From an optimization exercise on the open Yosys and OpenROAD flow, aimed at small area; shortcuts taken in it are not production practice.
At most, simulation tests tie the RTL to the original design; equivalence was not proved.
Function not checked in run 3: the RTL went through the layout flow alone.
Power figures rest on the tool's default switching activity, not on a simulated workload.

**design/flow/config.mk**
```make
export PLATFORM = sky130hd
export DESIGN_NAME = additive_layer_pixel_blend_unit
export DESIGN_NICKNAME = additive_layer_pixel_blend_unit
export VERILOG_FILES = /design/flow/design.v
export SDC_FILE = /design/flow/constraint.sdc
export NUM_CORES = 4
export LEC_CHECK = 0
export ABC_AREA = 1
export CAP_MARGIN = 20
export CORE_MARGIN = 2
export CORE_UTILIZATION = 40
export SLEW_MARGIN = 20
```
**design/flow/constraint.sdc**
```tcl
create_clock -name core_clock -period 5.5 [get_ports {clk}]
set_input_delay 1.1000 -clock core_clock [delete_from_list [all_inputs] [get_ports {clk}]]
set_output_delay 1.1000 -clock core_clock [all_outputs]
set_load 0.01 [all_outputs]
```
**design/flow/design.v**
```verilog
`timescale 1ns / 1ps
package alpb_pkg;
  localparam int CHAN_W   = 8;
  localparam int CHAN_MAX = 255;
  localparam int PHYS_LAYERS = 4;
  localparam int CFG_INDEX_W = 3;
  localparam int CFG_DATA_W  = 24;
  localparam int COUNT_W     = 3;
  localparam logic [CFG_INDEX_W-1:0] REG_NUM_LAYERS   = 3'd0;
  localparam logic [CFG_INDEX_W-1:0] REG_LAYER0_COLOR = 3'd1;
  typedef struct packed {
    logic [CHAN_W-1:0] red;
    logic [CHAN_W-1:0] green;
    logic [CHAN_W-1:0] blue;
  } rgb_t;
  function automatic logic [CHAN_W-1:0] div255(input logic [2*CHAN_W-1:0] p);
    logic [2*CHAN_W:0] t;
    t = {1'b0, p} + {{(CHAN_W+1){1'b0}}, p[2*CHAN_W-1:CHAN_W]} + {{(2*CHAN_W){1'b0}}, 1'b1};
    div255 = t[2*CHAN_W-1:CHAN_W];
  endfunction
endpackage
`timescale 1ns / 1ps
module alpb_lane (
  input  logic [7:0] tint,
  input  logic       en,
  input  logic [7:0] l1,     
  input  logic [9:0] l3,     
  output logic [7:0] hi,
  output logic       cy
);
  logic [3:0] s1, s2, s3;
  for (genvar i = 0; i < 4; i++) begin : g_sel
    assign s1[i] = en &  tint[2*i] & ~tint[2*i+1];
    assign s2[i] = en & ~tint[2*i] &  tint[2*i+1];
    assign s3[i] = en &  tint[2*i] &  tint[2*i+1];
  end
  wire pp0 = (s1[0] & l1[0]) | (s3[0] & l3[0]);
  wire pp1 = (s1[0] & l1[1]) | (s2[0] & l1[0]) | (s3[0] & l3[1]);
  wire pp2 = (s1[0] & l1[2]) | (s2[0] & l1[1]) | (s3[0] & l3[2]);
  wire pp3 = (s1[0] & l1[3]) | (s2[0] & l1[2]) | (s3[0] & l3[3]);
  wire pp4 = (s1[0] & l1[4]) | (s2[0] & l1[3]) | (s3[0] & l3[4]);
  wire pp5 = (s1[0] & l1[5]) | (s2[0] & l1[4]) | (s3[0] & l3[5]);
  wire pp6 = (s1[0] & l1[6]) | (s2[0] & l1[5]) | (s3[0] & l3[6]);
  wire pp7 = (s1[0] & l1[7]) | (s2[0] & l1[6]) | (s3[0] & l3[7]);
  wire pp8 = (s2[0] & l1[7]) | (s3[0] & l3[8]);
  wire pp9 = (s3[0] & l3[9]);
  wire pp10 = (s1[1] & l1[0]) | (s3[1] & l3[0]);
  wire pp11 = (s1[1] & l1[1]) | (s2[1] & l1[0]) | (s3[1] & l3[1]);
  wire pp12 = (s1[1] & l1[2]) | (s2[1] & l1[1]) | (s3[1] & l3[2]);
  wire pp13 = (s1[1] & l1[3]) | (s2[1] & l1[2]) | (s3[1] & l3[3]);
  wire pp14 = (s1[1] & l1[4]) | (s2[1] & l1[3]) | (s3[1] & l3[4]);
  wire pp15 = (s1[1] & l1[5]) | (s2[1] & l1[4]) | (s3[1] & l3[5]);
  wire pp16 = (s1[1] & l1[6]) | (s2[1] & l1[5]) | (s3[1] & l3[6]);
  wire pp17 = (s1[1] & l1[7]) | (s2[1] & l1[6]) | (s3[1] & l3[7]);
  wire pp18 = (s2[1] & l1[7]) | (s3[1] & l3[8]);
  wire pp19 = (s3[1] & l3[9]);
  wire pp20 = (s1[2] & l1[0]) | (s3[2] & l3[0]);
  wire pp21 = (s1[2] & l1[1]) | (s2[2] & l1[0]) | (s3[2] & l3[1]);
  wire pp22 = (s1[2] & l1[2]) | (s2[2] & l1[1]) | (s3[2] & l3[2]);
  wire pp23 = (s1[2] & l1[3]) | (s2[2] & l1[2]) | (s3[2] & l3[3]);
  wire pp24 = (s1[2] & l1[4]) | (s2[2] & l1[3]) | (s3[2] & l3[4]);
  wire pp25 = (s1[2] & l1[5]) | (s2[2] & l1[4]) | (s3[2] & l3[5]);
  wire pp26 = (s1[2] & l1[6]) | (s2[2] & l1[5]) | (s3[2] & l3[6]);
  wire pp27 = (s1[2] & l1[7]) | (s2[2] & l1[6]) | (s3[2] & l3[7]);
  wire pp28 = (s2[2] & l1[7]) | (s3[2] & l3[8]);
  wire pp29 = (s3[2] & l3[9]);
  wire pp30 = (s1[3] & l1[0]) | (s3[3] & l3[0]);
  wire pp31 = (s1[3] & l1[1]) | (s2[3] & l1[0]) | (s3[3] & l3[1]);
  wire pp32 = (s1[3] & l1[2]) | (s2[3] & l1[1]) | (s3[3] & l3[2]);
  wire pp33 = (s1[3] & l1[3]) | (s2[3] & l1[2]) | (s3[3] & l3[3]);
  wire pp34 = (s1[3] & l1[4]) | (s2[3] & l1[3]) | (s3[3] & l3[4]);
  wire pp35 = (s1[3] & l1[5]) | (s2[3] & l1[4]) | (s3[3] & l3[5]);
  wire pp36 = (s1[3] & l1[6]) | (s2[3] & l1[5]) | (s3[3] & l3[6]);
  wire pp37 = (s1[3] & l1[7]) | (s2[3] & l1[6]) | (s3[3] & l3[7]);
  wire pp38 = (s2[3] & l1[7]) | (s3[3] & l3[8]);
  wire pp39 = (s3[3] & l3[9]);
  wire s40 = ~(~pp6 ^ pp14);
  wire c41 = ~(~pp6 | ~pp14);
  wire s42 = ~(~pp7 ^ pp15 ^ pp23);
  wire c43 = ~((~pp7 & ~pp15) | (~pp7 & ~pp23) | (~pp15 & ~pp23));
  wire s44 = ~(~pp8 ^ pp16 ^ pp24);
  wire c45 = ~((~pp8 & ~pp16) | (~pp8 & ~pp24) | (~pp16 & ~pp24));
  wire s46 = ~(~pp9 ^ pp17 ^ pp25);
  wire c47 = ~((~pp9 & ~pp17) | (~pp9 & ~pp25) | (~pp17 & ~pp25));
  wire s48 = ~(~pp18 ^ pp26);
  wire c49 = ~(~pp18 | ~pp26);
  wire s50 = ~(~pp19 ^ pp27);
  wire c51 = ~(~pp19 | ~pp27);
  wire s52 = ~(~pp4 ^ pp12);
  wire c53 = ~(~pp4 | ~pp12);
  wire s54 = ~(~pp5 ^ pp13 ^ pp21);
  wire c55 = ~((~pp5 & ~pp13) | (~pp5 & ~pp21) | (~pp13 & ~pp21));
  wire s56 = ~(~pp22 ^ pp30 ^ s40);
  wire c57 = ~((~pp22 & ~pp30) | (~pp22 & ~s40) | (~pp30 & ~s40));
  wire s58 = ~(~pp31 ^ c41 ^ s42);
  wire c59 = ~((~pp31 & ~c41) | (~pp31 & ~s42) | (~c41 & ~s42));
  wire s60 = ~(~pp32 ^ c43 ^ s44);
  wire c61 = ~((~pp32 & ~c43) | (~pp32 & ~s44) | (~c43 & ~s44));
  wire s62 = ~(~pp33 ^ c45 ^ s46);
  wire c63 = ~((~pp33 & ~c45) | (~pp33 & ~s46) | (~c45 & ~s46));
  wire s64 = ~(~pp34 ^ c47 ^ s48);
  wire c65 = ~((~pp34 & ~c47) | (~pp34 & ~s48) | (~c47 & ~s48));
  wire s66 = ~(~pp35 ^ c49 ^ s50);
  wire c67 = ~((~pp35 & ~c49) | (~pp35 & ~s50) | (~c49 & ~s50));
  wire s68 = ~(~pp28 ^ pp36 ^ c51);
  wire c69 = ~((~pp28 & ~pp36) | (~pp28 & ~c51) | (~pp36 & ~c51));
  wire s70 = ~(~pp29 ^ pp37);
  wire c71 = ~(~pp29 | ~pp37);
  wire [15:0] va72 = {pp39, pp38, c69, c67, c65, c63, c61, c59, c57, c55, c53, pp20, pp3, pp2, pp1, pp0};
  wire [15:0] vb73 = {1'b0, c71, s70, s68, s66, s64, s62, s60, s58, s56, s54, s52, pp11, pp10, 1'b0, 1'b0};
  wire [15:0] vs74 = va72 + vb73;
  assign hi = {vs74[15], vs74[14], vs74[13], vs74[12], vs74[11], vs74[10], vs74[9], vs74[8]};
  wire [8:0] cmpv = {1'b0, {vs74[15], vs74[14], vs74[13], vs74[12], vs74[11], vs74[10], vs74[9], vs74[8]}} + {1'b0, {vs74[7], vs74[6], vs74[5], vs74[4], vs74[3], vs74[2], vs74[1], vs74[0]}} + 9'd1;
  assign cy = cmpv[8];
endmodule
`timescale 1ns / 1ps
module alpb_merge (
  input  logic [7:0]  bg,
  input  logic [31:0] hi,
  input  logic [3:0]  cy,
  output logic [7:0]  pix
);
  wire s0 = ~(~bg[0] ^ hi[0] ^ hi[8]);
  wire c1 = ~((~bg[0] & ~hi[0]) | (~bg[0] & ~hi[8]) | (~hi[0] & ~hi[8]));
  wire s2 = ~(~hi[16] ^ hi[24]);
  wire c3 = ~(~hi[16] | ~hi[24]);
  wire s4 = ~(~bg[1] ^ hi[1]);
  wire c5 = ~(~bg[1] | ~hi[1]);
  wire s6 = ~(~cy[0] ^ cy[1] ^ cy[2]);
  wire c7 = ~((~cy[0] & ~cy[1]) | (~cy[0] & ~cy[2]) | (~cy[1] & ~cy[2]));
  wire s8 = ~(~hi[9] ^ hi[17] ^ hi[25]);
  wire c9 = ~((~hi[9] & ~hi[17]) | (~hi[9] & ~hi[25]) | (~hi[17] & ~hi[25]));
  wire s10 = ~(~c1 ^ c3);
  wire c11 = ~(~c1 | ~c3);
  wire s12 = ~(~bg[2] ^ hi[2] ^ hi[10]);
  wire c13 = ~((~bg[2] & ~hi[2]) | (~bg[2] & ~hi[10]) | (~hi[2] & ~hi[10]));
  wire s14 = ~(~hi[18] ^ hi[26] ^ c5);
  wire c15 = ~((~hi[18] & ~hi[26]) | (~hi[18] & ~c5) | (~hi[26] & ~c5));
  wire s16 = ~(~bg[3] ^ hi[3] ^ hi[11]);
  wire c17 = ~((~bg[3] & ~hi[3]) | (~bg[3] & ~hi[11]) | (~hi[3] & ~hi[11]));
  wire s18 = ~(~hi[19] ^ hi[27]);
  wire c19 = ~(~hi[19] | ~hi[27]);
  wire s20 = ~(~bg[4] ^ hi[4] ^ hi[12]);
  wire c21 = ~((~bg[4] & ~hi[4]) | (~bg[4] & ~hi[12]) | (~hi[4] & ~hi[12]));
  wire s22 = ~(~hi[20] ^ hi[28]);
  wire c23 = ~(~hi[20] | ~hi[28]);
  wire s24 = ~(~bg[5] ^ hi[5] ^ hi[13]);
  wire c25 = ~((~bg[5] & ~hi[5]) | (~bg[5] & ~hi[13]) | (~hi[5] & ~hi[13]));
  wire s26 = ~(~hi[21] ^ hi[29]);
  wire c27 = ~(~hi[21] | ~hi[29]);
  wire s28 = ~(~bg[6] ^ hi[6] ^ hi[14]);
  wire c29 = ~((~bg[6] & ~hi[6]) | (~bg[6] & ~hi[14]) | (~hi[6] & ~hi[14]));
  wire s30 = ~(~hi[22] ^ hi[30]);
  wire c31 = ~(~hi[22] | ~hi[30]);
  wire s32 = ~(~bg[7] ^ hi[7] ^ hi[15]);
  wire c33 = ~((~bg[7] & ~hi[7]) | (~bg[7] & ~hi[15]) | (~hi[7] & ~hi[15]));
  wire s34 = ~(~hi[23] ^ hi[31]);
  wire c35 = ~(~hi[23] | ~hi[31]);
  wire s36 = ~(~cy[3] ^ s0);
  wire c37 = ~(~cy[3] | ~s0);
  wire s38 = ~(~s4 ^ c7 ^ s8);
  wire c39 = ~((~s4 & ~c7) | (~s4 & ~s8) | (~c7 & ~s8));
  wire s40 = ~(~c9 ^ c11 ^ s12);
  wire c41 = ~((~c9 & ~c11) | (~c9 & ~s12) | (~c11 & ~s12));
  wire s42 = ~(~c13 ^ c15 ^ s16);
  wire c43 = ~((~c13 & ~c15) | (~c13 & ~s16) | (~c15 & ~s16));
  wire s44 = ~(~c17 ^ c19 ^ s20);
  wire c45 = ~((~c17 & ~c19) | (~c17 & ~s20) | (~c19 & ~s20));
  wire s46 = ~(~c21 ^ c23 ^ s24);
  wire c47 = ~((~c21 & ~c23) | (~c21 & ~s24) | (~c23 & ~s24));
  wire s48 = ~(~c25 ^ c27 ^ s28);
  wire c49 = ~((~c25 & ~c27) | (~c25 & ~s28) | (~c27 & ~s28));
  wire s50 = ~(~c29 ^ c31 ^ s32);
  wire c51 = ~((~c29 & ~c31) | (~c29 & ~s32) | (~c31 & ~s32));
  wire s52 = ~(~s2 ^ s6);
  wire c53 = ~(~s2 | ~s6);
  wire s54 = ~(~s10 ^ c37 ^ s38);
  wire c55 = ~((~s10 & ~c37) | (~s10 & ~s38) | (~c37 & ~s38));
  wire s56 = ~(~s14 ^ c39 ^ s40);
  wire c57 = ~((~s14 & ~c39) | (~s14 & ~s40) | (~c39 & ~s40));
  wire s58 = ~(~s18 ^ c41 ^ s42);
  wire c59 = ~((~s18 & ~c41) | (~s18 & ~s42) | (~c41 & ~s42));
  wire s60 = ~(~s22 ^ c43 ^ s44);
  wire c61 = ~((~s22 & ~c43) | (~s22 & ~s44) | (~c43 & ~s44));
  wire s62 = ~(~s26 ^ c45 ^ s46);
  wire c63 = ~((~s26 & ~c45) | (~s26 & ~s46) | (~c45 & ~s46));
  wire s64 = ~(~s30 ^ c47 ^ s48);
  wire c65 = ~((~s30 & ~c47) | (~s30 & ~s48) | (~c47 & ~s48));
  wire s66 = ~(~s34 ^ c49 ^ s50);
  wire c67 = ~((~s34 & ~c49) | (~s34 & ~s50) | (~c49 & ~s50));
  wire s68 = ~(~s36 ^ s52);
  wire c69 = ~(~s36 | ~s52);
  wire s70 = ~(~c53 ^ s54 ^ c69);
  wire c71 = ~((~c53 & ~s54) | (~c53 & ~c69) | (~s54 & ~c69));
  wire s72 = ~(~c55 ^ s56 ^ c71);
  wire c73 = ~((~c55 & ~s56) | (~c55 & ~c71) | (~s56 & ~c71));
  wire s74 = ~(~c57 ^ s58 ^ c73);
  wire c75 = ~((~c57 & ~s58) | (~c57 & ~c73) | (~s58 & ~c73));
  wire s76 = ~(~c59 ^ s60 ^ c75);
  wire c77 = ~((~c59 & ~s60) | (~c59 & ~c75) | (~s60 & ~c75));
  wire s78 = ~(~c61 ^ s62 ^ c77);
  wire c79 = ~((~c61 & ~s62) | (~c61 & ~c77) | (~s62 & ~c77));
  wire s80 = ~(~c63 ^ s64 ^ c79);
  wire c81 = ~((~c63 & ~s64) | (~c63 & ~c79) | (~s64 & ~c79));
  wire s82 = ~(~c65 ^ s66 ^ c81);
  wire c83 = ~((~c65 & ~s66) | (~c65 & ~c81) | (~s66 & ~c81));
  wire [7:0] low = {s82, s80, s78, s76, s74, s72, s70, s68};
  wire over = c83 | c33 | c35 | c51 | c67;
  assign pix = over ? 8'hff : low;
endmodule
`timescale 1ns / 1ps
module additive_layer_pixel_blend_unit #(
  parameter int MAX_LAYERS = 4
) (
  input  logic                               clk,
  input  logic                               rst,
  input  logic                               start,
  output logic                               busy,
  input  logic [7:0]                         bg_red,
  input  logic [7:0]                         bg_green,
  input  logic [7:0]                         bg_blue,
  input  logic [7:0]                         layer0_level,
  input  logic [7:0]                         layer1_level,
  input  logic [7:0]                         layer2_level,
  input  logic [7:0]                         layer3_level,
  output logic                               done,
  output logic [7:0]                         out_red,
  output logic [7:0]                         out_green,
  output logic [7:0]                         out_blue,
  input  logic                               cfg_valid,
  output logic                               cfg_ready,
  input  logic [alpb_pkg::CFG_INDEX_W-1:0]   cfg_index,
  input  logic [alpb_pkg::CFG_DATA_W-1:0]    cfg_data
);
  logic [3:0]       en_n;      
  logic [3:0]       tint_ok;   
  logic [23:0]      tint [4];
  logic [3:0][7:0]  lvl;
  logic [23:0]      bg;
  logic             vld;
  logic [3:0][23:0] hi;
  logic [3:0][2:0]  cy;
  logic [3:0][23:0] hi_q;
  logic [3:0][2:0]  cy_q;
  logic [23:0]      bg_q;
  logic             vld_q;
  logic [23:0]      pix;
  assign busy      = 1'b0;
  assign cfg_ready = 1'b1;
  always_ff @(posedge clk) begin
    if (rst) begin
      en_n    <= '0;
      tint_ok <= '0;
    end else if (cfg_valid) begin
      if (cfg_index == 3'd0) begin
        en_n[0] <= cfg_data[2:0] > 3'd0;
        en_n[1] <= cfg_data[2:0] > 3'd1;
        en_n[2] <= cfg_data[2:0] > 3'd2;
        en_n[3] <= cfg_data[2:0] > 3'd3;
      end
      for (int k = 0; k < 4; k++)
        if (cfg_index == 3'(k + 1)) tint_ok[k] <= 1'b1;
    end
  end
  for (genvar k = 0; k < 4; k++) begin : g_tint
    always_ff @(posedge clk) begin
      if (cfg_valid && cfg_index == 3'(k + 1)) tint[k] <= cfg_data;
    end
  end
  always_ff @(posedge clk) begin
    lvl <= {layer3_level, layer2_level, layer1_level, layer0_level};
    bg  <= {bg_red, bg_green, bg_blue};
  end
  always_ff @(posedge clk) begin
    if (rst) vld <= 1'b0;
    else     vld <= start;
  end
  for (genvar k = 0; k < 4; k++) begin : g_layer
    logic [9:0] l3;
    logic       en;
    assign l3 = {2'b00, lvl[k]} + {1'b0, lvl[k], 1'b0};
    assign en = en_n[k] & tint_ok[k];
    for (genvar c = 0; c < 3; c++) begin : g_ch
      alpb_lane u_lane (
        .tint (tint[k][8*c +: 8]),
        .en   (en),
        .l1   (lvl[k]),
        .l3   (l3),
        .hi   (hi[k][8*c +: 8]),
        .cy   (cy[k][c])
      );
    end
  end
  always_ff @(posedge clk) begin
    hi_q <= hi;
    cy_q <= cy;
    bg_q <= bg;
  end
  always_ff @(posedge clk) begin
    if (rst) vld_q <= 1'b0;
    else     vld_q <= vld;
  end
  for (genvar c = 0; c < 3; c++) begin : g_merge
    alpb_merge u_merge (
      .bg  (bg_q[8*c +: 8]),
      .hi  ({hi_q[3][8*c +: 8], hi_q[2][8*c +: 8], hi_q[1][8*c +: 8], hi_q[0][8*c +: 8]}),
      .cy  ({cy_q[3][c], cy_q[2][c], cy_q[1][c], cy_q[0][c]}),
      .pix (pix[8*c +: 8])
    );
  end
  logic [23:0] pix_q;
  logic        done_q;
  always_ff @(posedge clk) begin
    pix_q <= pix;
  end
  always_ff @(posedge clk) begin
    if (rst) done_q <= 1'b0;
    else     done_q <= vld_q;
  end
  assign done      = done_q;
  assign out_red   = pix_q[23:16];
  assign out_green = pix_q[15:8];
  assign out_blue  = pix_q[7:0];
endmodule
```
**design/flow/run.sh**
```bash
#!/bin/bash
# synth_recipe.tcl (not shown) runs the flow's synth.tcl, then flattens the netlist and writes it again
# the make line also repeats each setting of config.mk as NAME=value (left out here)
make -C /OpenROAD-flow-scripts/flow DESIGN_CONFIG=/design/flow/config.mk WORK_HOME=/design/flow/orfs CLKGATE_MAP_FILE= SYNTH_SCRIPT=/design/flow/synth_recipe.tcl finish
```
==> results of run 1 <==
## cells in the mapped netlist, types with 76 or more instances
cell	count
ha_1	365
inv_1	696
o22ai_1	76
nor2_1	210
fa_1	244
xor2_1	112
nand3_1	148
edfxtp_1	96
dfxtp_1	223
o221ai_1	240
nand2_1	804
a21oi_1	151
## final cells by class
class,count,area (um2),area share (%)
clock inverter,17,164,0.450
clock buffer,57,1210,3.33
sequential,319,7350,20.2
inverter,716,2690,7.39
antenna,5,12.5,0.0344
tap,1050,1310,3.61
timing repair buffer,217,1920,5.27
multi-input combinational,2809,21700,59.7
## registers in the layout, summed over array words and instances, names as in the netlist
register and cells:
bg 24, bg_q 24, cy_q 12, done_q 1, en_n 4, hi_q 96, lvl 32, pix_q 24
tint 96, tint_ok 4, vld 1, vld_q 1
## critical path, stage by stage (launching register included)
cell	delay (ns)
dfxtp_1	0.37
fa_1	0.44
fa_1	0.54
fa_1	0.43
fa_1	0.41
fa_1	0.40
fa_1	0.40
fa_1	0.40
fa_1	0.40
fa_1	0.39
fa_1	0.42
nor3b_4	0.36
nand2_1	0.10
## worst paths after layout
path                start   endpoint  cells after the start
setup / recovery  cy_q[5]  pix_q[16]                     12
hold / removal      bg[9]    bg_q[9]                      0
setup reg to reg  cy_q[5]  pix_q[16]                     12
hold reg to reg     bg[9]    bg_q[9]                      0
## repair_timing
action	4_1_cts	5_1_grt
gates resized for setup	0	16
buffers inserted	0	3
setup endpoints to repair	0	8
## metal layers
layer,GRT usage (%),up-vias,routed length [um]
li1,-,13600,-
met1,33.2,13200,42800
met2,36.7,1232,42500
met3,4.20,237,9140
met4,9.01,0,4040
met5,0,-,0
## stage by stage
stage / std cells / util (%) / hold WS (ns) / setup slack [ns] / instance area (um2)
finish: 5190 / 45.9 / 0.326 / 0.282 / 36400
global route: 5185 / 45.9 / 0.330 / -0.00289 / 36400
CTS: 5182 / 45.7 / 0.327 / 0.148 / 36200
detailed placement: 5108 / 44.0 / 0.313 / 0.181 / 34900
global placement: 5108 / 44.0 / 0.312 / 0.159 / 34900
floorplan: 3945 / - / 0.310 / 0.600 / 32100
## power groups by stage
stage	Clock [uW]	Combinational, uW	Sequential, uW
2_1_floorplan	0	398	2590
4_1_cts	2830	789	2540
3_3_place_gp	0	784	2590
5_1_grt	2900	864	2550
3_5_place_dp	0	786	2590
6_report	2760	814	2540
## kinds of logic after synthesis
group	share of synthesized area, %
xor+xnor	4.13
flops	22.9
compound gates	16.2
other cells	0.0234
buf+inv	9.79
simple gates	17.5
fa+ha+maj	29.4
==> summary.txt, run 1 <==
STA
  • Pins over their slew limit: 0
  • Worst slew margin: 42.9%
  • Setup TNS: 0 ns
  • Setup Viol. Count Final: 0
  • Fmax: 192 MHz
  • Final min period: 5.22 ns
  • Final Cycle Share: 94.9%
  • Hold Vio Cnt, Final: 0
  • Worst Skew: 0.0251 ns
  • Worst Max-Slew Pin Slew: 0.856 ns

Clock network
  • Hold-fix buffers, CTS: 0
  • Clk slew on worst S/H paths: 0.06 ns
  • CTS tree: yes
  • Num CTS Buffers: 40
  • Clock Latency Late Sink: 0.60 ns
  • Htree depth: 2
  • CTS sink cnt: 319
  • Clock Root Buffer: clkbuf_16
  • Clock Path Buffers: 3

Run
  • Number of max-cap violations: 0

Drt
  • Antenna viol nets, final: 0
  • Via density: 5.45
  • DRT Wirelength: 98.4 mm
  • Via count: 28300
  • DR pass1 iterations: 8
  • Initial DRC count: 2705
  • Residual DRC: 0
  • DR WL/cell: 19.0 um

Synthesis
  • Net count after synthesis: 4641
  • Post-synth top area share: 15.2%
  • Cell accounting for the most synthesized area: fa_1
  • Syn avg cell area: 8.14 um2
  • Mapped Area: 32100 um2
  • Unique masters post-synth: 54
  • Synth top area cells: fa_1, ha_1, dfxtp_1, nand2_1, edfxtp_1
  • Register area share after synthesis: 22.9%
  • EDFF count, synth: 96
  • FFs w/ async S/R, synth: 0%
  • Cells after synthesis: 3945
  • Seq cells post-synth: 319
  • Top FF cell, synth: dfxtp_1
  • Yosys warns: 3

Global routing
  • Tot GR Track Use: 23.8%
  • First-pass GRT wire length: 154 mm
  • Initial antenna violation count: 15
  • Vias in the first global route: 27400
  • Largest net degree at the start of global routing: 33
  • Gr ovfl total: 0

Floorplanning
  • Die span in x: 287 um
  • Core area: 79300 um2
  • Die Y: 287 um
  • Die area: 82600 um2
  • Site Rows: 103
  • Initial Util: 40.5%
  • # IOs: 114

Critical path
  • CP max FO: 8
  • Worst Path Arrival: 5.66 ns
  • CP Launch Type: register
  • Reg2reg setup slack: 0.28 ns
  • Critical path class: reg2reg
  • Critical path capture point type: register
  • Critical Path RT: 5.95 ns

Power and ir drop
  • NetSw: 1770 uW
  • Final Power: 6120 uW
  • Leakage power: 0.0190 uW
  • Clk pwr share: 45.1%
  • Peak supply drop: 0.000181 V
  • Sw frac: 28.9%
  • Logic pwr share: 13.3%
  • Seq pwr share: 41.5%
  • P per Cell Area: 168 nW/um2
  • Int Pwr: 4350 uW

Finish
  • Share of cells above drive strength 1: 7.67%
  • Layout Nets: 4799
  • Area delta synth->final: 13.3%
  • Fillers: 7822
  • Commonest non-fill, non-tap cells in the layout: nand2_1, inv_1, ha_1
  • Commonest non-fill, non-tap cell in the layout: nand2_1

Hold path
  • Worst hold path type: reg2reg

Place
  • PortBufs: 111
  • Routability congestion estimate: 0.950
  • DPL Wire Length: 76.6 mm

Run status
  • Status: no timing/DRC/antenna violations
==> run 2, diff against run 1 <==
--- a/design/flow/config.mk
+++ b/design/flow/config.mk
@@ -9,4 +9,5 @@
 export CAP_MARGIN = 20
 export CORE_MARGIN = 2
 export CORE_UTILIZATION = 40
+export GPL_TIMING_DRIVEN = 0
 export SLEW_MARGIN = 20
==> run 2 against run 1 <==
Against the previous run: still clean; total power shrank 0.79%; first-iteration DRC count grew 1.4%; cell area increased by 1.1%; worst setup slack lost 0.064 ns; final cell count grew 0.50%; highest routed layer is now met5.
==> summary.txt, run 2 <==
Floorplanning
  • Die Y: 287 um (unchanged)
  • Site Rows: 103 (unchanged)
  • Die span in x: 287 um (unchanged)
  • Core area: 79300 um2 (unchanged)
  • Die area: 82600 um2 (unchanged)
  • Initial Util: 40.5% (unchanged)
  • # IOs: 114 (unchanged)

Drt
  • Antenna viol nets, final: 0 (unchanged)
  • Residual DRC: 0 (unchanged)
  • DRT Wirelength: 103 mm (+5.0%)
  • Via density: 5.47 (+0.54%)
  • Via count: 28600 (+1.0%)
  • DR WL/cell: 19.8 um (+4.5%)
  • Initial DRC count: 2743 (+1.4%)
  • DR pass1 iterations: 10 (+2)

Synthesis
  • Post-synth top area share: 15.2% (unchanged)
  • EDFF count, synth: 96 (unchanged)
  • Top FF cell, synth: dfxtp_1
  • FFs w/ async S/R, synth: 0% (unchanged)
  • Net count after synthesis: 4641 (unchanged)
  • Syn avg cell area: 8.14 um2 (unchanged)
  • Register area share after synthesis: 22.9% (unchanged)
  • Top post-synthesis cells by count: nand2_1, inv_1, ha_1
  • Cell accounting for the most synthesized area: fa_1
  • Unique masters post-synth: 54 (unchanged)
  • Top-count cell post-synth: nand2_1
  • Yosys warns: 3 (unchanged)
  • Cells after synthesis: 3945 (unchanged)
  • Mapped Area: 32100 um2 (unchanged)
  • Seq cells post-synth: 319 (unchanged)
  • Synth top area cells: fa_1, ha_1, dfxtp_1, nand2_1, edfxtp_1

Run status
  • Status: no timing/DRC/antenna violations

Finish
  • Biggest registers after layout: hi_q: 96 flops, tint: 96 flops, lvl: 32 flops
  • Area delta synth->final: 14.6%
  • Share of cells above drive strength 1: 8.65% (+0.99 points)
  • Fillers: 7845 (+0.29%)
  • Commonest non-fill, non-tap cells in the layout: nand2_1, inv_1, ha_1
  • Non-filler cells, final: 5216 (+0.50%)
  • Commonest non-fill, non-tap cell in the layout: nand2_1
  • Layout Nets: 4826 (+0.56%)

Global routing
  • Tot GR Track Use: 24.8% (+0.95 points)
  • Vias in the first global route: 27500 (+0.26%)
  • Gr ovfl total: 0 (unchanged)
  • First-pass GRT wire length: 158 mm (+2.6%)
  • Largest net degree at the start of global routing: 26 (-21%)
  • Initial antenna violation count: 10 (-5)

Power and ir drop
  • P per Cell Area: 165 nW/um2 (-1.9%)
  • Leakage power: 0.0189 uW (-0.53%)
  • Peak supply drop: 0.000177 V (-2.3%)

Critical path
  • Critical R2R Launch: lvl[9]
  • CP peak stage delay: 0.53 ns (about the same)
  • Top cell by count, worst path: nand2_1
  • Worst setup path end: cy_q[5]
  • Worst Path Arrival: 5.71 ns (+0.05 ns)
  • Critical path class: reg2reg
  • Slowest cell on the critical path: xor2_1
  • Reg2reg setup slack: 0.22 ns (-0.06 ns)
  • Reg2reg path depth: 28 (+16)
  • CP Launch Type: register
  • Critical path capture point type: register
  • Reg-to-reg endpoint: cy_q[5]
  • CP max FO: 7 (-1)
  • Critical Path RT: 5.93 ns (-0.02 ns)
  • Critical Path Start: lvl[9]

STA
  • Hold Vio Cnt, Final: 0 (unchanged)
  • Final min period: 5.28 ns (+0.0640 ns)
  • Unrepaired setup endpoints after global routing: yes
  • Worst Max-Slew Pin Slew: 0.834 ns (-0.0221 ns)
  • Final hold slack: 0.324 ns (-0.00199 ns)
  • Pins over their slew limit: 0 (unchanged)
  • Worst slew margin: 44.3% (+1.4 points)
  • Setup Viol. Count Final: 0 (unchanged)
  • Setup TNS: 0 ns (unchanged)
  • Final Cycle Share: 96.0% (+1.2 points)
  • Worst Skew: 0.0190 ns (-0.00603 ns)
  • Fmax: 189 MHz (-1.2%)

Place
  • PortBufs: 111 (unchanged)
  • DPL Wire Length: 80.5 mm (+5.1%)
  • Routability congestion estimate: 0.975 (+2.6%)
  • Post-Place Cells: 5110 (+0.039%)

Clock network
  • CTS tree: yes
  • Clk slew on worst S/H paths: 0.06 ns (about the same)
  • CTS sink cnt: 319 (unchanged)
  • Num CTS Buffers: 40 (unchanged)
  • Clock Latency Late Sink: 0.60 ns (about the same)
  • Clock Root Buffer: clkbuf_16
  • Htree depth: 2 (unchanged)
  • Clock Path Buffers: 3 (unchanged)

Hold path
  • Worst hold path type: reg2reg

Run
  • Number of max-cap violations: 0 (unchanged)
-- run 2: cell type report --
| cell class | count | area [um2] | area share, % |
|---|---|---|---|
| multi-input combinational | 2809 | 22200 | 60.2 |
| sequential | 319 | 7380 | 20.1 |
| inverter | 716 | 2720 | 7.38 |
| timing repair buffer | 148 | 1410 | 3.84 |
| tap | 1050 | 1310 | 3.57 |
| clock buffer | 49 | 1120 | 3.03 |
| buffer | 96 | 473 | 1.29 |
| clock inverter | 24 | 204 | 0.554 |
| antenna | 5 | 12.5 | 0.0340 |
-- run 2: worst min path at each step --
stage	from	end	slack [ns]	depth (start not counted)
finish	bg[16]	bg_q[16]	0.32	0
global route	bg[12]	bg_q[12]	0.33	0
CTS	bg[16]	bg_q[16]	0.32	0
detailed placement	bg[21]	bg_q[21]	0.31	0
global placement	bg[13]	bg_q[13]	0.31	0
floorplan	bg[0]	bg_q[0]	0.31	0
-- run 2: what timing repair did --
| action | CTS | global route |
|---|---|---|
| endpoints found under the setup margin | 11 | 13 |
| endpoints found under the hold margin | 0 | 0 |
| buffers inserted | 5 | 28 |
| pin swaps | 4 | 26 |
| hold buffers | 0 | 0 |
| gates resized for setup | 43 | 88 |
-- run 2: metrics by stage --
| stage | total power [uW] | instance area [um2] | util, % | setup WS, ns |
|---|---|---|---|---|
| 5_1_grt | 6270 | 36800 | 46.4 | -0.0720 |
| 3_3_place_gp | 3370 | 34500 | 43.6 | -0.789 |
| 3_5_place_dp | 3370 | 34600 | 43.7 | -0.776 |
| 4_1_cts | 6060 | 36200 | 45.7 | 0.00590 |
| 2_1_floorplan | 2990 | 32100 | - | 0.600 |
| 6_report | 6070 | 36800 | 46.4 | 0.218 |
-- run 2: worst max-delay path, delay by kind of cell, from the launching register on --
| family | cells | cell delay, ns |
|---|---|---|
| buffers and inverters | 5 | 0.30 |
| flip-flops | 1 | 0.39 |
| XOR/XNOR | 1 | 0.53 |
| AND/OR/NAND/NOR | 12 | 1.00 |
| AO/OA/AOI/OAI | 4 | 0.65 |
| adder cells (fa/ha/maj) | 6 | 2.24 |
-- run 2: cells by family after synthesis --
| family | synth area share, % |
|---|---|
| AO/OA/AOI/OAI | 16.2 |
| XOR/XNOR | 4.13 |
| adder cells (fa/ha/maj) | 29.4 |
| buffers and inverters | 9.79 |
| flip-flops | 22.9 |
| other | 0.0234 |
| AND/OR/NAND/NOR | 17.5 |
-- run 2: routing by layer --
| layer | up-vias | track usage (%) | routed length (um) |
|---|---|---|---|
| li1 | 13600 | - | - |
| met1 | 13400 | 33.9 | 44000 |
| met2 | 1290 | 38.8 | 45300 |
| met3 | 254 | 4.34 | 9470 |
| met4 | 4 | 9.91 | 4580 |
| met5 | - | 0 | 23 |
-- run 2: report_power, final --
part           switching [uW]  total [uW]  internal, uW  leakage, uW
logic                     598         848           250       0.0156
clock network            1150        2670          1510     0.000656
registers                56.1        2550          2500      0.00271
==> run 3, diff against run 2 <==
--- a/design/flow/design.v
+++ b/design/flow/design.v
@@ -106,12 +106,135 @@
   wire c69 = ~((~pp28 & ~pp36) | (~pp28 & ~c51) | (~pp36 & ~c51));
   wire s70 = ~(~pp29 ^ pp37);
   wire c71 = ~(~pp29 | ~pp37);
-  wire [15:0] va72 = {pp39, pp38, c69, c67, c65, c63, c61, c59, c57, c55, c53, pp20, pp3, pp2, pp1, pp0};
-  wire [15:0] vb73 = {1'b0, c71, s70, s68, s66, s64, s62, s60, s58, s56, s54, s52, pp11, pp10, 1'b0, 1'b0};
-  wire [15:0] vs74 = va72 + vb73;
-  assign hi = {vs74[15], vs74[14], vs74[13], vs74[12], vs74[11], vs74[10], vs74[9], vs74[8]};
-  wire [8:0] cmpv = {1'b0, {vs74[15], vs74[14], vs74[13], vs74[12], vs74[11], vs74[10], vs74[9], vs74[8]}} + {1'b0, {vs74[7], vs74[6], vs74[5], vs74[4], vs74[3], vs74[2], vs74[1], vs74[0]}} + 9'd1;
-  assign cy = cmpv[8];
+  wire s72 = ~(~pp2 ^ pp10);
+  wire c73 = ~(~pp2 | ~pp10);
+  wire s74 = ~(~pp3 ^ pp11);
+  wire c75 = ~(~pp3 | ~pp11);
+  wire s76 = ~(~pp20 ^ s52);
+  wire c77 = ~(~pp20 | ~s52);
+  wire s78 = ~(~c53 ^ s54);
+  wire c79 = ~(~c53 | ~s54);
+  wire s80 = ~(~c55 ^ s56);
+  wire c81 = ~(~c55 | ~s56);
+  wire s82 = ~(~c57 ^ s58);
+  wire c83 = ~(~c57 | ~s58);
+  wire s84 = ~(~c59 ^ s60);
+  wire c85 = ~(~c59 | ~s60);
+  wire s86 = ~(~c61 ^ s62);
+  wire c87 = ~(~c61 | ~s62);
+  wire s88 = ~(~c63 ^ s64);
+  wire c89 = ~(~c63 | ~s64);
+  wire s90 = ~(~c65 ^ s66);
+  wire c91 = ~(~c65 | ~s66);
+  wire s92 = ~(~c67 ^ s68);
+  wire c93 = ~(~c67 | ~s68);
+  wire s94 = ~(~c69 ^ s70);
+  wire c95 = ~(~c69 | ~s70);
+  wire s96 = ~(~pp38 ^ c71);
+  wire c97 = ~(~pp38 | ~c71);
+  wire p98 = pp1 & pp0;
+  wire g99 = c75 | (s74 & c73);
+  wire p100 = s74 & s72;
+  wire g101 = c79 | (s78 & c77);
+  wire p102 = s78 & s76;
+  wire g103 = c83 | (s82 & c81);
+  wire p104 = s82 & s80;
+  wire g105 = c87 | (s86 & c85);
+  wire p106 = s86 & s84;
+  wire g107 = c91 | (s90 & c89);
+  wire p108 = s90 & s88;
+  wire g109 = c95 | (s94 & c93);
+  wire p110 = s94 & s92;
+  wire g111 = pp39 & c97;
+  wire p112 = pp39 & s96;
+  wire p113 = p100 & p98;
+  wire g114 = g103 | (p104 & g101);
+  wire p115 = p104 & p102;
+  wire g116 = g107 | (p108 & g105);
+  wire p117 = p108 & p106;
+  wire g118 = g111 | (p112 & g109);
+  wire p119 = p112 & p110;
+  wire g120 = g114 | (p115 & g99);
+  wire p121 = p115 & p113;
+  wire g122 = g118 | (p119 & g116);
+  wire p123 = p119 & p117;
+  wire g124 = g122 | (p123 & g120);
+  wire p125 = p123 & p121;
+  wire g126 = g116 | (p117 & g120);
+  wire p127 = p117 & p121;
+  wire g128 = g101 | (p102 & g99);
+  wire p129 = p102 & p113;
+  wire g130 = g105 | (p106 & g120);
+  wire p131 = p106 & p121;
+  wire g132 = g109 | (p110 & g126);
+  wire p133 = p110 & p127;
+  wire p134 = s72 & p98;
+  wire g135 = c77 | (s76 & g99);
+  wire p136 = s76 & p113;
+  wire g137 = c81 | (s80 & g128);
+  wire p138 = s80 & p129;
+  wire g139 = c85 | (s84 & g120);
+  wire p140 = s84 & p121;
+  wire g141 = c89 | (s88 & g130);
+  wire p142 = s88 & p131;
+  wire g143 = c93 | (s92 & g126);
+  wire p144 = s92 & p127;
+  wire g145 = c97 | (s96 & g132);
+  wire p146 = s96 & p133;
+  wire x147 = s74 ^ c73;
+  wire x148 = s76 ^ g99;
+  wire x149 = s78 ^ g135;
+  wire x150 = s80 ^ g128;
+  wire x151 = s82 ^ g137;
+  wire x152 = s84 ^ g120;
+  wire x153 = s86 ^ g139;
+  wire x154 = s88 ^ g130;
+  wire x155 = s90 ^ g141;
+  wire x156 = s92 ^ g126;
+  wire x157 = s94 ^ g143;
+  wire x158 = s96 ^ g132;
+  wire x159 = pp39 ^ g145;
+  wire q160 = x152 & pp0;
+  wire q161 = x152 | pp0;
+  wire q162 = x153 & pp1;
+  wire q163 = x153 | pp1;
+  wire q164 = x154 & s72;
+  wire q165 = x154 | s72;
+  wire q166 = x155 & x147;
+  wire q167 = x155 | x147;
+  wire q168 = x156 & x148;
+  wire q169 = x156 | x148;
+  wire q170 = x157 & x149;
+  wire q171 = x157 | x149;
+  wire q172 = x158 & x150;
+  wire q173 = x158 | x150;
+  wire q174 = x159 & x151;
+  wire q175 = x159 | x151;
+  wire q176 = q160 | q161;
+  wire g177 = q162 | (q163 & q176);
+  wire p178 = q163 & q161;
+  wire g179 = q166 | (q167 & q164);
+  wire p180 = q167 & q165;
+  wire g181 = q170 | (q171 & q168);
+  wire p182 = q171 & q169;
+  wire g183 = q174 | (q175 & q172);
+  wire p184 = q175 & q173;
+  wire g185 = g179 | (p180 & g177);
+  wire p186 = p180 & p178;
+  wire g187 = g183 | (p184 & g181);
+  wire p188 = p184 & p182;
+  wire g189 = g187 | (p188 & g185);
+  wire p190 = p188 & p186;
+  wire g191 = g181 | (p182 & g185);
+  wire p192 = p182 & p186;
+  wire g193 = q164 | (q165 & g177);
+  wire p194 = q165 & p178;
+  wire g195 = q168 | (q169 & g185);
+  wire p196 = q169 & p186;
+  wire g197 = q172 | (q173 & g191);
+  wire p198 = q173 & p192;
+  assign hi = {x159, x158, x157, x156, x155, x154, x153, x152};
+  assign cy = g189;
 endmodule
 `timescale 1ns / 1ps
 module alpb_merge (
--- a/design/flow/config.mk
+++ b/design/flow/config.mk
@@ -8,6 +8,7 @@
 export ABC_AREA = 1
 export CAP_MARGIN = 20
 export CORE_MARGIN = 2
-export CORE_UTILIZATION = 40
+export CORE_UTILIZATION = 50
+export CTS_BUF_LIST = sky130_fd_sc_hd__clkbuf_4
 export GPL_TIMING_DRIVEN = 0
 export SLEW_MARGIN = 20
==> run 3 against run 2 <==
Against the previous run: hold slack improved by 0.00094 ns; count of clock-buffer cells in the layout rose by 77; total power fell by 6.5%; cell area fell by 0.74%; fmax fell by 1.2%; synthesized cell count fell by 1.3%; combinational power rose by 11%; non-clock buffer count rose by 28; sequential share of layout area rose by 0.16 points; worst setup slack got worse by 0.062 ns; via count fell by 2.3%; critical path type unchanged; highest routed layer unchanged.
==> summary.txt, run 3 <==
Clock network
  • Clock Root Buffer: clkbuf_4
  • Hold-fix buffers, CTS: 0 (unchanged)
  • CTS sink cnt: 319 (unchanged)
  • Num CTS Buffers: 88 (+120%)
  • Clock Latency Late Sink: 0.87 ns (+0.27 ns)
  • Clock Path Buffers: 3 (unchanged)
  • Htree depth: 3 (+1)
  • CTS tree: yes
  • Clk slew on worst S/H paths: 0.07 ns (about the same)

Finish
  • Share of cells above drive strength 1: 13.4% (+4.7 points)
  • Fillers: 6008 (-23%)
  • Biggest registers after layout: hi_q: 96 flops, tint: 96 flops, lvl: 32 flops
  • Area delta synth->final: 14.8%
  • Commonest non-fill, non-tap cell in the layout: inv_1
  • Final core occ: 58.0% (+12 points)
  • Commonest non-fill, non-tap cells in the layout: inv_1, nand2_1, fa_1
  • Layout Nets: 4811 (-0.31%)

Floorplanning
  • Initial Util: 50.5% (+10 points)
  • Die span in x: 256 um (-11%)
  • Die area: 65700 um2 (-20%)
  • Site Rows: 92 (-11%)
  • # IOs: 114 (unchanged)
  • Core area: 63000 um2 (-21%)
  • Die Y: 256 um (-11%)

Place
  • PortBufs: 111 (unchanged)
  • Routability congestion estimate: 0.967 (-0.84%)
  • Setup Slack @ Placement: -0.958 ns (-0.181 ns)
  • DPL Wire Length: 80.7 mm (+0.27%)

STA
  • Worst Skew: 0.0780 ns (+0.0589 ns)
  • Final hold slack: 0.325 ns (+0.000942 ns)
  • Worst slew margin: 31.4% (-13 points)
  • Setup Viol. Count Final: 0 (unchanged)
  • Final WS setup: 0.155 ns (-0.0624 ns)
  • Worst Max-Slew Pin Slew: 1.03 ns (+0.194 ns)
  • Fmax: 187 MHz (-1.2%)
  • Unrepaired setup endpoints after global routing: yes
  • Final min period: 5.34 ns (+0.0624 ns)
  • Pins over their slew limit: 0 (unchanged)
  • Setup TNS: 0 ns (unchanged)
  • Hold Vio Cnt, Final: 0 (unchanged)
  • Final Cycle Share: 97.2% (+1.1 points)

Drt
  • Via count: 27900 (-2.3%)
  • DR WL/cell: 20.6 um (+4.1%)
  • Initial DRC count: 2738 (-0.18%)
  • DR pass1 iterations: 6 (-4)
  • DRT Wirelength: 105 mm (+1.2%)
  • Via density: 5.50 (+0.49%)
  • Antenna viol nets, final: 0 (unchanged)
  • Residual DRC: 0 (unchanged)

Synthesis
  • Mapped Area: 31800 um2 (-0.90%)
  • Top post-synthesis cells by count: inv_1, nand2_1, fa_1
  • Unique masters post-synth: 53 (-1.9%)
  • Register area share after synthesis: 23.1% (+0.21 points)
  • Net count after synthesis: 4553 (-1.9%)
  • Top-count cell post-synth: inv_1
  • Synth top area cells: fa_1, dfxtp_1, inv_1, ha_1, edfxtp_1
  • Cell accounting for the most synthesized area: fa_1
  • Seq cells post-synth: 319 (unchanged)
  • Post-synth top area share: 19.9% (+4.7 points)
  • Yosys warns: 3 (unchanged)
  • EDFF count, synth: 96 (unchanged)
  • Cells after synthesis: 3893 (-1.3%)
  • Top FF cell, synth: dfxtp_1
  • Syn avg cell area: 8.17 um2 (+0.42%)
  • FFs w/ async S/R, synth: 0% (unchanged)

Critical path
  • CP peak stage delay: 0.55 ns (+0.02 ns)
  • Critical Path RT: 6.21 ns (+0.28 ns)
  • Worst Path Arrival: 6.06 ns (+0.35 ns)
  • Worst path bufs/invs: 6 (+1)
  • Slowest cell on the critical path: fa_1
  • CP Launch Type: register
  • Critical path capture point type: register
  • Crit path max-delay family: adder cells
  • CP max FO: 5 (-2)
  • Critical path class: reg2reg
  • Top cell by count, worst path: nand2_1

Global routing
  • Initial antenna violation count: 13 (+3)
  • Vias in the first global route: 27300 (-0.75%)
  • First-pass GRT wire length: 161 mm (+1.9%)
  • Largest net degree at the start of global routing: 26 (unchanged)
  • Tot GR Track Use: 31.9% (+7.2 points)
  • Gr ovfl total: 0 (unchanged)

Power and ir drop
  • Leakage power: 0.0181 uW (-4.2%)
  • Peak supply drop: 0.000181 V (+2.2%)
  • P per Cell Area: 155 nW/um2 (-5.8%)

Run
  • Number of max-cap violations: 0 (unchanged)

Run status
  • Status: no timing/DRC/antenna violations

Hold path
  • Worst hold path type: reg2reg
[run 3: cell types whose count changed in the layout (fill, tap and decap cells not counted), sizes merged, moves of 27 or more]
cell	previous run	this run
inv	715	930
nand2	816	661
o221ai	240	101
ha	365	257
o21ai	125	224
xor2	116	42
fa	244	316
clkbuf	109	176
a22oi	60	125
buf	73	111
o211ai	0	29
clkinv	17	44
nand3	152	125
[run 3: path summary, 6_finish.rpt]
| path | start | to | depth (start not counted) | slack (ns) |
|---|---|---|---|---|
| hold reg to reg | bg[10] | bg_q[10] | 0 | 0.33 |
| setup reg to reg | lvl[17] | cy_q[6] | 28 | 0.16 |
| hold / removal | bg[10] | bg_q[10] | 0 | 0.33 |
| setup / recovery | lvl[17] | cy_q[6] | 28 | 0.16 |
[run 3: worst register-to-register path, delay by kind of cell, from the launching register on]
kind | cells | cell delay, ns
AOI/OAI and AO/OA | 4 | 0.56
xor gates and xnor gates | 1 | 0.32
buffers and inverters | 6 | 0.52
adders and majority gates | 6 | 2.35
and+or+nand+nor | 11 | 1.07
DFF | 1 | 0.41
[run 3: area by class of cell]
cell class | count | area, um2 | area share, %
inverter | 948 | 3600 | 9.86
clock inverter | 38 | 178 | 0.487
timing repair buffer | 178 | 1700 | 4.66
clock buffer | 126 | 946 | 2.59
multi-input combinational | 2522 | 21100 | 57.8
buffer | 94 | 549 | 1.50
antenna | 2 | 5.00 | 0.0137
sequential | 319 | 7380 | 20.2
tap | 846 | 1060 | 2.90
[run 3: cells by family after synthesis]
group	share of synthesized area [%]
and+or+nand+nor	16.6
buffers and inverters	12.9
AOI/OAI and AO/OA	15.1
adders and majority gates	30.1
DFF	23.1
xor gates and xnor gates	2.08
other	0.0236
[run 3: what timing repair did]
item,in CTS,in global routing
cloned,1,1
endpoints found under the setup margin,93,28
endpoints found under the hold margin,0,0
gates resized for setup,74,168
pin swaps,7,52
buffers inserted,29,34
[run 3: routing by layer]
layer | wire (um) | track usage (%) | vias up
li1 | - | - | 13100
met1 | 44600 | 44.5 | 13100
met2 | 47000 | 50.4 | 1387
met3 | 9270 | 5.43 | 267
met4 | 3750 | 10.6 | 6
met5 | 75 | 0 | -
[run 3: per-stage QoR]
| step | instance area [um2] | std cells | power [uW] |
|---|---|---|---|
| final | 36500 | 5073 | 5680 |
| after global routing | 36500 | 5072 | 5910 |
| after CTS | 35600 | 5038 | 5640 |
| after detailed placement | 34100 | 4852 | 3390 |
| after global placement | 34000 | 4850 | 3390 |
| after floorplan | 31800 | 3893 | 2990 |
[run 3: power breakdown]
part / internal, uW / switching [uW] / total (uW)
sequential: 2500 / 58.2 / 2550
clock: 1070 / 1110 / 2180
combinational: 309 / 636 / 945
total: 3870 / 1800 / 5680
==> run 4, diff against run 3 <==
--- a/design/flow/design.v
+++ b/design/flow/design.v
@@ -236,6 +236,58 @@
   assign hi = {x159, x158, x157, x156, x155, x154, x153, x152};
   assign cy = g189;
 endmodule
+module alpb_triple (
+  input  logic [7:0] l,
+  output logic [9:0] l3
+);
+  wire s0 = ~(~l[0] ^ l[1]);
+  wire c1 = ~(~l[0] | ~l[1]);
+  wire s2 = ~(~l[1] ^ l[2]);
+  wire c3 = ~(~l[1] | ~l[2]);
+  wire s4 = ~(~l[2] ^ l[3]);
+  wire c5 = ~(~l[2] | ~l[3]);
+  wire s6 = ~(~l[3] ^ l[4]);
+  wire c7 = ~(~l[3] | ~l[4]);
+  wire s8 = ~(~l[4] ^ l[5]);
+  wire c9 = ~(~l[4] | ~l[5]);
+  wire s10 = ~(~l[5] ^ l[6]);
+  wire c11 = ~(~l[5] | ~l[6]);
+  wire s12 = ~(~l[6] ^ l[7]);
+  wire c13 = ~(~l[6] | ~l[7]);
+  wire p14 = s0 & l[0];
+  wire g15 = c5 | (s4 & c3);
+  wire p16 = s4 & s2;
+  wire g17 = c9 | (s8 & c7);
+  wire p18 = s8 & s6;
+  wire g19 = c13 | (s12 & c11);
+  wire p20 = s12 & s10;
+  wire g21 = c3 | (s2 & c1);
+  wire p22 = s2 & p14;
+  wire g23 = g15 | (p16 & c1);
+  wire p24 = p16 & p14;
+  wire g25 = c11 | (s10 & g17);
+  wire p26 = s10 & p18;
+  wire g27 = g19 | (p20 & g17);
+  wire p28 = p20 & p18;
+  wire g29 = c7 | (s6 & g23);
+  wire p30 = s6 & p24;
+  wire g31 = g17 | (p18 & g23);
+  wire p32 = p18 & p24;
+  wire g33 = g25 | (p26 & g23);
+  wire p34 = p26 & p24;
+  wire g35 = g27 | (p28 & g23);
+  wire p36 = p28 & p24;
+  wire g37 = l[7] & g35;
+  wire p38 = l[7] & p36;
+  wire x39 = s2 ^ c1;
+  wire x40 = s4 ^ g21;
+  wire x41 = s6 ^ g23;
+  wire x42 = s8 ^ g29;
+  wire x43 = s10 ^ g31;
+  wire x44 = s12 ^ g33;
+  wire x45 = l[7] ^ g35;
+  assign l3 = {g37, x45, x44, x43, x42, x41, x40, x39, s0, l[0]};
+endmodule
 `timescale 1ns / 1ps
 module alpb_merge (
   input  logic [7:0]  bg,
@@ -390,18 +442,13 @@
       if (cfg_valid && cfg_index == 3'(k + 1)) tint[k] <= cfg_data;
     end
   end
-  always_ff @(posedge clk) begin
-    lvl <= {layer3_level, layer2_level, layer1_level, layer0_level};
-    bg  <= {bg_red, bg_green, bg_blue};
-  end
-  always_ff @(posedge clk) begin
-    if (rst) vld <= 1'b0;
-    else     vld <= start;
-  end
+  assign lvl = {layer3_level, layer2_level, layer1_level, layer0_level};
+  assign bg  = {bg_red, bg_green, bg_blue};
+  assign vld = start;
   for (genvar k = 0; k < 4; k++) begin : g_layer
     logic [9:0] l3;
     logic       en;
-    assign l3 = {2'b00, lvl[k]} + {1'b0, lvl[k], 1'b0};
+    alpb_triple u_triple (.l(lvl[k]), .l3(l3));
     assign en = en_n[k] & tint_ok[k];
     for (genvar c = 0; c < 3; c++) begin : g_ch
       alpb_lane u_lane (
==> design/flow/flow/run.sh (new file) <==
#!/bin/bash
# Own layout flow: the standard synthesis, then a netlist pass that
# removes inverters around full adders (faflip.py), then the standard
# layout steps with smaller port buffers. Each tool's output goes to a log
# file of its own in the work folder.
set -euo pipefail
cd "$(dirname "$0")/.."
R=orfs/results/${FLOW_PLATFORM}/additive_layer_pixel_blend_unit/base
EXTRA=()
if [[ -f flow/extra.mk ]]; then
  while IFS= read -r line; do [[ -n "$line" ]] && EXTRA+=("$line"); done < flow/extra.mk
fi
bash standard.sh "${EXTRA[@]}" synth > synth.log 2>&1
cp $R/1_2_yosys.v synth_netlist.v
python3 flow/faflip.py synth_netlist.v $R/1_2_yosys.v > faflip.log 2>&1
rm -f $R/1_synth.odb $R/1_synth.sdc
bash standard.sh "${EXTRA[@]}" finish > layout.log 2>&1
==> design/flow/flow/extra.mk (new file) <==
BUFFER_PORTS_ARGS=-buffer_cell sky130_fd_sc_hd__buf_1
==> design/flow/flow/faflip.py (new file) <==
#!/usr/bin/env python3
"""Remove inverters around full adders in a flat sky130hd netlist.

A full adder is self-dual: complementing its three inputs complements both
outputs. For each fa cell this picks whether to use it in true or in
complemented form so that as few signals as possible need an inverter, then
rewires the netlist: inverter cells are dissolved (every load is connected to
the base signal in the polarity it needs) and one inverter is added for each
signal that some load needs complemented. Only combinational wiring changes;
every register keeps its cell, name and function.

usage: faflip.py IN.v OUT.v
"""
import re, sys, random

src = open(sys.argv[1]).read()
cell_re = re.compile(r'^(\s*)(sky130_fd_sc_hd__\w+)\s+(\S+)\s*\((.*?)\);\s*$', re.S | re.M)
pin_re = re.compile(r'\.(\w+)\s*\(\s*(.*?)\s*\)\s*(?:,|$)', re.S)

OUTS = {'X', 'Y', 'Q', 'Q_N', 'SUM', 'COUT', 'HI', 'LO'}

cells = []
for m in cell_re.finditer(src):
    typ, name, body = m.group(2), m.group(3), m.group(4)
    pins = [(p, n.strip()) for p, n in pin_re.findall(body)]
    cells.append(dict(typ=typ, name=name, pins=pins, span=m.span(), indent=m.group(1)))

# port names (bit-level nets of ports are pinned)
ports = set()
for m in re.finditer(r'^\s*(input|output|inout)\s+(\[[^\]]*\]\s*)?([^;]+);', src, re.M):
    for n in m.group(3).split(','):
        ports.add(n.strip())
def is_port(net):
    base = net.split('[')[0].strip()
    return base in ports
has_assign = re.search(r'^\s*assign\s', src, re.M) is not None
assign_nets = set()
for m in re.finditer(r'^\s*assign\s+(.*?)=(.*?);', src, re.M | re.S):
    for part in (m.group(1), m.group(2)):
        for tok in re.findall(r'(\\\S+|[A-Za-z_][\w$]*(?:\s*\[\d+\])?)', part):
            assign_nets.add(tok.strip())

def is_inv(c):
    t = c['typ']
    return re.match(r'sky130_fd_sc_hd__(clk)?inv_\d+$', t) is not None

driver = {}
for i, c in enumerate(cells):
    for p, n in c['pins']:
        if p in OUTS:
            driver[n] = (i, p)

# inverters that may be dissolved: output not a port / assign net
dissolve = set()
for i, c in enumerate(cells):
    if is_inv(c):
        y = dict(c['pins'])['Y']
        if not is_port(y) and y not in assign_nets:
            dissolve.add(i)

def lit(net):
    """(base net, parity) following dissolvable inverters."""
    par = 0
    seen = 0
    while net in driver and driver[net][0] in dissolve and seen < 100:
        c = cells[driver[net][0]]
        net = dict(c['pins'])['A']
        par ^= 1
        seen += 1
    return net, par

fa_idx = [i for i, c in enumerate(cells) if re.match(r'sky130_fd_sc_hd__fa_\d+$', c['typ'])]
fa_pos = {i: k for k, i in enumerate(fa_idx)}
flip = [0] * len(fa_idx)

# consumers: list of (base, parity, fa_k or -1) for every input pin of kept cells
consumers = []   # (cell index, pin, base, parity)
for i, c in enumerate(cells):
    if i in dissolve:
        continue
    for p, n in c['pins']:
        if p in OUTS:
            continue
        b, q = lit(n)
        consumers.append((i, p, b, q))

# physical inversion of a base net: 1 if driven by a flipped fa
def phi(b):
    d = driver.get(b)
    if d is None:
        return 0
    k = fa_pos.get(d[0])
    return flip[k] if k is not None else 0

by_base = {}
for ci, (i, p, b, q) in enumerate(consumers):
    by_base.setdefault(b, []).append(ci)

def need(ci):
    i, p, b, q = consumers[ci]
    k = fa_pos.get(i)
    f = flip[k] if k is not None else 0
    return q ^ f ^ phi(b)

def base_cost(b):
    return 1 if any(need(ci) for ci in by_base.get(b, ())) else 0

# bases touched by an fa: its input bases and its output nets
touch = []
for k, i in enumerate(fa_idx):
    bs = set()
    for p, n in cells[i]['pins']:
        if p in OUTS:
            bs.add(n)
        else:
            bs.add(lit(n)[0])
    touch.append(bs)

def total():
    return sum(base_cost(b) for b in by_base)

start_cost = total()
improved = True
rounds = 0
while improved and rounds < 50:
    improved = False
    rounds += 1
    for k in range(len(fa_idx)):
        before = sum(base_cost(b) for b in touch[k])
        flip[k] ^= 1
        after = sum(base_cost(b) for b in touch[k])
        if after < before:
            improved = True
        else:
            flip[k] ^= 1
end_cost = total()
sys.stderr.write(f'faflip: {len(fa_idx)} fa cells, {sum(flip)} flipped, {len(dissolve)} inverters dissolved, '
                 f'{start_cost} -> {end_cost} inverters\n')

# rewrite
newinv = {}
def inv_of(b):
    if b not in newinv:
        k = len(newinv)
        newinv[b] = (f'faflip_inv_{k}', f'faflip_n_{k}')
    return newinv[b][1]

conn = {}   # (cell, pin) -> net
for ci, (i, p, b, q) in enumerate(consumers):
    conn[(i, p)] = inv_of(b) if need(ci) else b

def fmt(n):
    return n + ' ' if n.startswith('\\') else n

out = []
pos = 0
for i, c in enumerate(cells):
    s, e = c['span']
    out.append(src[pos:s])
    pos = e
    if i in dissolve:
        continue
    pins = []
    for p, n in c['pins']:
        nn = conn.get((i, p), n)
        pins.append(f'{c["indent"]}    .{p}({fmt(nn)})')
    out.append(f'{c["indent"]}{c["typ"]} {c["name"]} (\n' + ',\n'.join(pins) + f'\n{c["indent"]});')
rest = src[pos:]
k = rest.rfind('endmodule')
add = []
for b, (iname, net) in newinv.items():
    add.append(f'  wire {net};\n')
for b, (iname, net) in newinv.items():
    add.append(f'  sky130_fd_sc_hd__inv_1 {iname} (\n    .A({fmt(b)}),\n    .Y({net})\n  );\n')
out.append(rest[:k] + ''.join(add) + rest[k:])
open(sys.argv[2], 'w').write(''.join(out))
==> design/flow/standard.sh (new file) <==
#!/bin/bash
# synth_recipe.tcl (not shown) runs the flow's synth.tcl, then flattens the netlist and writes it again
# the make line also repeats each setting of config.mk as NAME=value (left out here)
make -C /OpenROAD-flow-scripts/flow DESIGN_CONFIG=/design/flow/config.mk WORK_HOME=/design/flow/orfs CLKGATE_MAP_FILE= SYNTH_SCRIPT=/design/flow/synth_recipe.tcl "${@:-finish}"
--- a/design/flow/config.mk
+++ b/design/flow/config.mk
@@ -8,7 +8,6 @@
 export ABC_AREA = 1
 export CAP_MARGIN = 20
 export CORE_MARGIN = 2
-export CORE_UTILIZATION = 50
-export CTS_BUF_LIST = sky130_fd_sc_hd__clkbuf_4
+export CORE_UTILIZATION = 40
 export GPL_TIMING_DRIVEN = 0
 export SLEW_MARGIN = 20
removed: design/flow/run.sh
==> run 4 against run 3 <==
Against the previous run: clock skew fell by 0.038 ns; synthesized area fell by 9.9%; first-iteration DRC count rose by 5.4%; register-to-register slack barely moved; total power fell by 2.9%; clock power rose by 11%; wire length fell by 3.4%; worst setup slack got worse by 0.014 ns; combinational power rose by 3.8%; via count fell by 8.0%; count of clock-buffer cells in the layout fell by 85; utilization fell by 11 points; critical path type is now in2reg.
==> summary.txt, run 4 <==
Critical path
  • Worst setup path end: cy_q[2]
  • Critical path class: in2reg
  • Worst Path Arrival: 5.79 ns (-0.27 ns)
  • CP Launch Type: primary input
  • CP max FO: 9 (+4)
  • Critical R2R Launch: hi_q[41]
  • Critical Path RT: 5.93 ns (-0.28 ns)
  • Reg2reg setup slack: 0.14 ns (about the same)
  • Critical Path Start: layer0_level[1]
  • Reg2reg path depth: 12 (-57%)
  • Critical path capture point type: register
  • Reg-to-reg endpoint: pix_q[23]

Drt
  • DR pass1 iterations: 8 (+2)
  • Residual DRC: 0 (unchanged)
  • DR WL/cell: 22.1 um (+7.2%)
  • Via count: 25700 (-8.0%)
  • Initial DRC count: 2887 (+5.4%)
  • DRT Wirelength: 101 mm (-3.4%)
  • Antenna viol nets, final: 0 (unchanged)
  • Via density: 5.62 (+2.1%)

Floorplanning
  • Core area: 71200 um2 (+13%)
  • Die span in x: 272 um (+6.1%)
  • Site Rows: 98 (+6.5%)
  • # IOs: 114 (unchanged)
  • Die area: 73900 um2 (+12%)
  • Die Y: 272 um (+6.1%)
  • Initial Util: 40.3% (-10 points)

Synthesis
  • Cells after synthesis: 3377 (-13%)
  • Syn avg cell area: 8.49 um2 (+3.9%)
  • Net count after synthesis: 4041 (-11%)
  • Mapped Area: 28700 um2 (-9.9%)
  • Yosys warns: 3 (unchanged)

Clock network
  • Htree depth: 2 (-1)
  • CTS sink cnt: 262 (-18%)
  • Clock Path Buffers: 3 (unchanged)
  • Num CTS Buffers: 35 (-60%)
  • CTS tree: yes
  • Clock Latency Late Sink: 0.56 ns (-0.31 ns)
  • Clock Root Buffer: clkbuf_16
  • Clk slew on worst S/H paths: 0.06 ns (about the same)

STA
  • Pins over their slew limit: 0 (unchanged)
  • Worst slew margin: 36.6% (+5.2 points)
  • Hold Vio Cnt, Final: 0 (unchanged)
  • Final hold slack: 0.405 ns (+0.0798 ns)
  • Worst Max-Slew Pin Slew: 0.951 ns (-0.0768 ns)
  • Unrepaired setup endpoints after global routing: yes
  • Setup Viol. Count Final: 0 (unchanged)
  • Worst Skew: 0.0399 ns (-0.0380 ns)
  • Final Cycle Share: 97.4% (+0.26 points)
  • Fmax: 187 MHz (-0.27%)
  • Final min period: 5.36 ns (+0.0143 ns)

Power and ir drop
  • P per Cell Area: 164 nW/um2 (+5.2%)
  • Leakage power: 0.0170 uW (-6.3%)
  • Logic pwr share: 17.8% (+1.2 points)
  • Seq pwr share: 38.1% (-6.9 points)
  • Peak supply drop: 0.000233 V (+29%)
  • Sw frac: 30.3% (-1.5 points)
  • Int Pwr: 3840 uW (-0.86%)
  • Clk pwr share: 44.1% (+5.7 points)
  • NetSw: 1670 uW (-7.4%)

Global routing
  • Largest net degree at the start of global routing: 26 (unchanged)
  • Initial antenna violation count: 9 (-4)
  • First-pass GRT wire length: 152 mm (-5.6%)
  • Vias in the first global route: 25200 (-7.4%)
  • Gr ovfl total: 0 (unchanged)
  • Tot GR Track Use: 26.9% (-5.0 points)

Run
  • Number of max-cap violations: 0 (unchanged)

Finish
  • Register area: 6210 um2 (-16%)
  • Fillers: 6942 (+16%)
  • Commonest non-fill, non-tap cell in the layout: nand2_1
  • # diodes: 0 (-2)
  • Layout Nets: 4259 (-11%)
  • Biggest registers after layout: hi_q: 96 flops, tint: 96 flops
  • Multi-input gate area: 21200 um2 (+0.41%)
  • Design area: 33700 um2 (-7.7%)
  • Non-filler cells, final: 4571 (-9.9%)
  • Commonest non-fill, non-tap cells in the layout: nand2_1, inv_1, fa_1
  • Area delta synth->final: 17.4%
  • Share of cells above drive strength 1: 14.3% (+0.94 points)

Place
  • Routability congestion estimate: 1.04 (+7.8%)
  • Cell area after placement: 30400 um2 (-11%)
  • Post-Place Cells: 4438 (-8.5%)
  • DPL Wire Length: 77.9 mm (-3.5%)
  • PortBufs: 110 (-0.90%)

Run status
  • Status: no timing/DRC/antenna violations

Hold path
  • Worst hold path type: reg2reg
run 4: final cells by class:
cell class | count | area share, %
well taps | 950 | 3.53
clock buffers | 41 | 2.82
repair buffers | 182 | 3.36
inverters | 535 | 6.05
multi-input cells | 2467 | 62.9
plain buffers | 112 | 2.09
flip-flops and latches | 262 | 18.4
clock inverters | 22 | 0.851
run 4: repair_timing:
| item | CTS | global route |
|---|---|---|
| endpoints found under the setup margin | 67 | 12 |
| gates resized for setup | 131 | 244 |
| cloned | 1 | 3 |
| setup buffers | 24 | 43 |
| pin swaps | 21 | 83 |
| hold buffers | 0 | 0 |
run 4: metrics by stage:
step | setup TNS (ns) | utilization [%] | setup WS [ns] | total power (uW)
after floorplan | -0.00457 | - | -0.00457 | 2500
after global placement | -69.53 | 42.7 | -1.61 | 2850
after detailed placement | -69.04 | 42.7 | -1.61 | 2850
after CTS | -0.0288 | 45.5 | -0.0288 | 5390
after global routing | -0.217 | 47.3 | -0.0462 | 5670
final | 0 | 47.3 | 0.141 | 5510
run 4: power by group through the flow:
stage / registers [uW] / logic, uW / clock network [uW]
final: 2100 / 981 / 2430
after global routing: 2100 / 1010 / 2550
after CTS: 2100 / 799 / 2490
after global placement: 2140 / 706 / 0
after detailed placement: 2140 / 709 / 0
after floorplan: 2130 / 369 / 0
run 4: worst min-delay path by stage:
stage	startpoint	depth (start not counted)	to	slack (ns)
after CTS	vld_q	2	done_q	0.41
final	vld_q	2	done_q	0.40
after detailed placement	vld_q	2	done_q	0.40
after global routing	vld_q	2	done_q	0.42
after global placement	vld_q	2	done_q	0.39
after floorplan	vld_q	2	done_q	0.39
run 4: layer usage:
layer	GRT usage (%)	routed length, um	vias up
met5	0	10	-
met4	12.1	5130	2
met3	5.15	9600	260
met2	41.6	44600	1316
met1	36.4	41700	12300
li1	-	-	11800
run 4: critical path, stage by stage:
cell and delay (ns):
buf_6 0.14, ha_1 0.28, nand3_1 0.09, nand3_2 0.10, inv_1 0.06, fa_2 0.37
xor2_4 0.18, buf_8 0.15, buf_6 0.12, o21ai_2 0.12, fa_1 0.46, fa_1 0.52
ha_4 0.30, a21oi_1 0.08, o21ai_1 0.16, inv_1 0.07, nand2_2 0.11, a31oi_4 0.09
fa_1 0.62, inv_2 0.06, or2_2 0.30, nand3_2 0.08, nor2_1 0.04, nand2_1 0.05
inv_1 0.04, nand2_1 0.05, nand2_1 0.04

-- separate check: timing with driven ports --
In the flow no input, the clock included, has a driving cell. The finished layouts below were timed again as built, in two steps.
Step 1 assumes that a clkbuf_16 drives the clock port and a buf_2 every other input.
Step 2, shift: input delay + t, output delay - t, t = (earliest + latest rising clock arrival at the registers) / 2. This alone moves slack from input paths to output paths.
Three values: ideal ports, drivers, drivers and shift; two values: the first two.
run	t, ns	slack for setup (ns)
run 1	0.653	0.282 / 0.282 / 0.282
run 2	0.655	0.218 / 0.218 / 0.218
run 3	0.893	0.155 / 0.155 / 0.155
run 4	0.606	0.141 / 0.145 / -0.435
Met with ideal ports but missed after step 2: setup timing in run 4.
